Source: an optimization exercise on an open RTL-to-GDS flow (aim: small area, a short achievable clock period and few clock cycles per item). Production flows keep margins and buffers that such runs may drop. In this exercise RTL edits were held to simulation tests only and were not proved equivalent to the original.

// fir_mac_seq
module fir_mac_seq #(
  parameter int DW    = 16,
  parameter int CW    = 16,
  parameter int TAPS  = 8,
  parameter int SHIFT = 15
) (
  input  logic                      clk,
  input  logic                      reset,
  input  logic                      in_valid,
  output logic                      in_ready,
  input  logic [DW-1:0]             x_in,
  input  logic                      mode,
  input  logic                      coef_we,
  input  logic                      coef_sel,
  input  logic [$clog2(TAPS)-1:0]   coef_addr,
  input  logic [CW-1:0]             coef_data,
  output logic                      coef_err,
  output logic                      out_valid,
  input  logic                      out_ready,
  output logic [DW-1:0]             y_out,
  output logic                      out_sat
);
export LEC_CHECK = 0
export CAP_MARGIN = 20
export CORE_MARGIN = 2
export CORE_UTILIZATION = 55
export SLEW_MARGIN = 20
export SYNTH_HIERARCHICAL = 1
export SYNTH_MINIMUM_KEEP_SIZE = 0
create_clock -name core_clock -period 11.0 [get_ports {clk}]
standard.sh (not shown) runs the stock make flow with config.mk's settings and CLKGATE_MAP_FILE= SYNTH_SCRIPT=/design/flow/synth_recipe.tcl, a recipe that flattens the netlist after the stock synthesis.
==> flow/flow/run.sh <==
#!/bin/bash
set -euo pipefail
knobs='SETUP_SLACK_MARGIN=7.2 "BUFFER_PORTS_ARGS=-buffer_cell sky130_fd_sc_hd__buf_2" "CTS_ARGS=-sink_clustering_enable -repair_clock_nets -dont_use_dummy_load"'
sed "s|\"\${@:-finish}\"|$knobs \"\${@:-finish}\"|" standard.sh > standard_tuned.sh
grep -q 'SETUP_SLACK_MARGIN=7.2' standard_tuned.sh
bash standard_tuned.sh finish > flow.log 2>&1
The baseline completed without violations.
Testbench counts at the start, summed over its fixed seeds: cycles 2,088, items 2,048.
Next try:
==> flow/flow/run.sh (replaced) <==
#!/bin/bash
set -euo pipefail
knobs='SETUP_SLACK_MARGIN=7.3 "BUFFER_PORTS_ARGS=-buffer_cell sky130_fd_sc_hd__buf_2" "CTS_ARGS=-sink_clustering_enable -repair_clock_nets -dont_use_dummy_load"'
sed "s|\"\${@:-finish}\"|$knobs \"\${@:-finish}\"|" standard.sh > standard_tuned.sh
grep -q 'SETUP_SLACK_MARGIN=7.3' standard_tuned.sh
bash standard_tuned.sh finish > flow.log 2>&1
Settings changed: CORE_UTILIZATION 55 to 60.
Global-route usage came out higher by 1.2 points.
Routed wire length came out lower by 6.1%.
Setup slack improves by 39 ps.
Non-clock buffer count came out lower by 48.
Final cell count came out lower by 2.6%.
Maximum frequency came out higher by 1.0%.
Sequential share of layout area came out higher by 0.29 points.
Clock skew came out lower by 12 ps.

## JK
fir_mac_seq again, from the RTL that the note above started with.
==> flow/config.mk <==
export PLATFORM = sky130hd
export DESIGN_NAME = fir_mac_seq
export DESIGN_NICKNAME = fir_mac_seq
export VERILOG_FILES = /design/flow/design.v
export SDC_FILE = /design/flow/constraint.sdc
export NUM_CORES = 4
export LEC_CHECK = 0
export CAP_MARGIN = 20
export CORE_MARGIN = 2
export CORE_UTILIZATION = 65
export SLEW_MARGIN = 20
export SYNTH_HIERARCHICAL = 1
export SYNTH_MINIMUM_KEEP_SIZE = 0
==> flow/constraint.sdc <==
create_clock -name core_clock -period 11.0 [get_ports {clk}]
set_input_delay 2.2000 -clock core_clock [delete_from_list [all_inputs] [get_ports {clk}]]
set_output_delay 2.2000 -clock core_clock [all_outputs]
set_load 0.01 [all_outputs]
==> flow/flow/run.sh <==
#!/bin/bash
set -euo pipefail
knobs='SETUP_SLACK_MARGIN=7.5 "BUFFER_PORTS_ARGS=-buffer_cell sky130_fd_sc_hd__buf_2" "CTS_ARGS=-sink_clustering_enable -repair_clock_nets -dont_use_dummy_load"'
sed "s|\"\${@:-finish}\"|$knobs \"\${@:-finish}\"|" standard.sh > standard_tuned.sh
grep -q 'SETUP_SLACK_MARGIN=7.5' standard_tuned.sh
bash standard_tuned.sh finish > flow.log 2>&1
Testbench counts of JK, summed over its fixed seeds: cycles 2,088, items 2,048.
## Diff of input files: MS against JK
- CORE_UTILIZATION: 65 -> 55
==> run summary <==
- In MS relative to JK, fmax had gone up by a few percent.
- Comparing MS with JK, the final number of max-transition violations came out essentially unchanged.
- MS — detailed-route via count 1770 lower, JK as reference
- [compare] base=JK new=MS: via count of the first global-routing pass saw a decrease; post-route cell area rose about 1.4%; final critical-path setup slack moved up.
- MS has relative slew slack below what JK had.
- Per the comparison of MS with JK, slew at the pin closest to its max-slew limit went up, share of final layout cell area taken by clock buffers and inverters now sits at about the same level.

separate check: timing with driven ports:
Ports are ideal in the flow. The routed layouts listed here were re-timed in OpenROAD.
Step 1, drivers: a clkbuf_16 drives clk and a buf_2 each remaining input, both assumed.
Step 2 adds t to the input delays and takes it off the output delays; t is the mean of the earliest and latest rising clock arrival at the registers after step 1. Input paths then give back, and output paths get back, about the clock's delay inside the block.
a / b / c = ideal / step 1 / step 2; a / b = the first two.
run | t (ns) | setup WS [ns] | latest minus earliest clock arrival (ns)
the first run of note 1 | 0.806 | 7.195 / 7.195 / 6.610 | 0.106 / 0.106
the second run of note 1 | 0.781 | 7.234 / 7.234 / 6.651 | 0.094 / 0.094
JK | 0.779 | 6.974 / 6.974 / 6.793 | 0.094 / 0.095
MS | 0.800 | 7.183 / 7.183 / 6.798 | 0.129 / 0.129
After both steps every run listed still meets setup and hold. For the first run of note 1, which loses most, drivers alone change the setup slack by 0.000 ns; drivers and shift together by -0.585 ns.
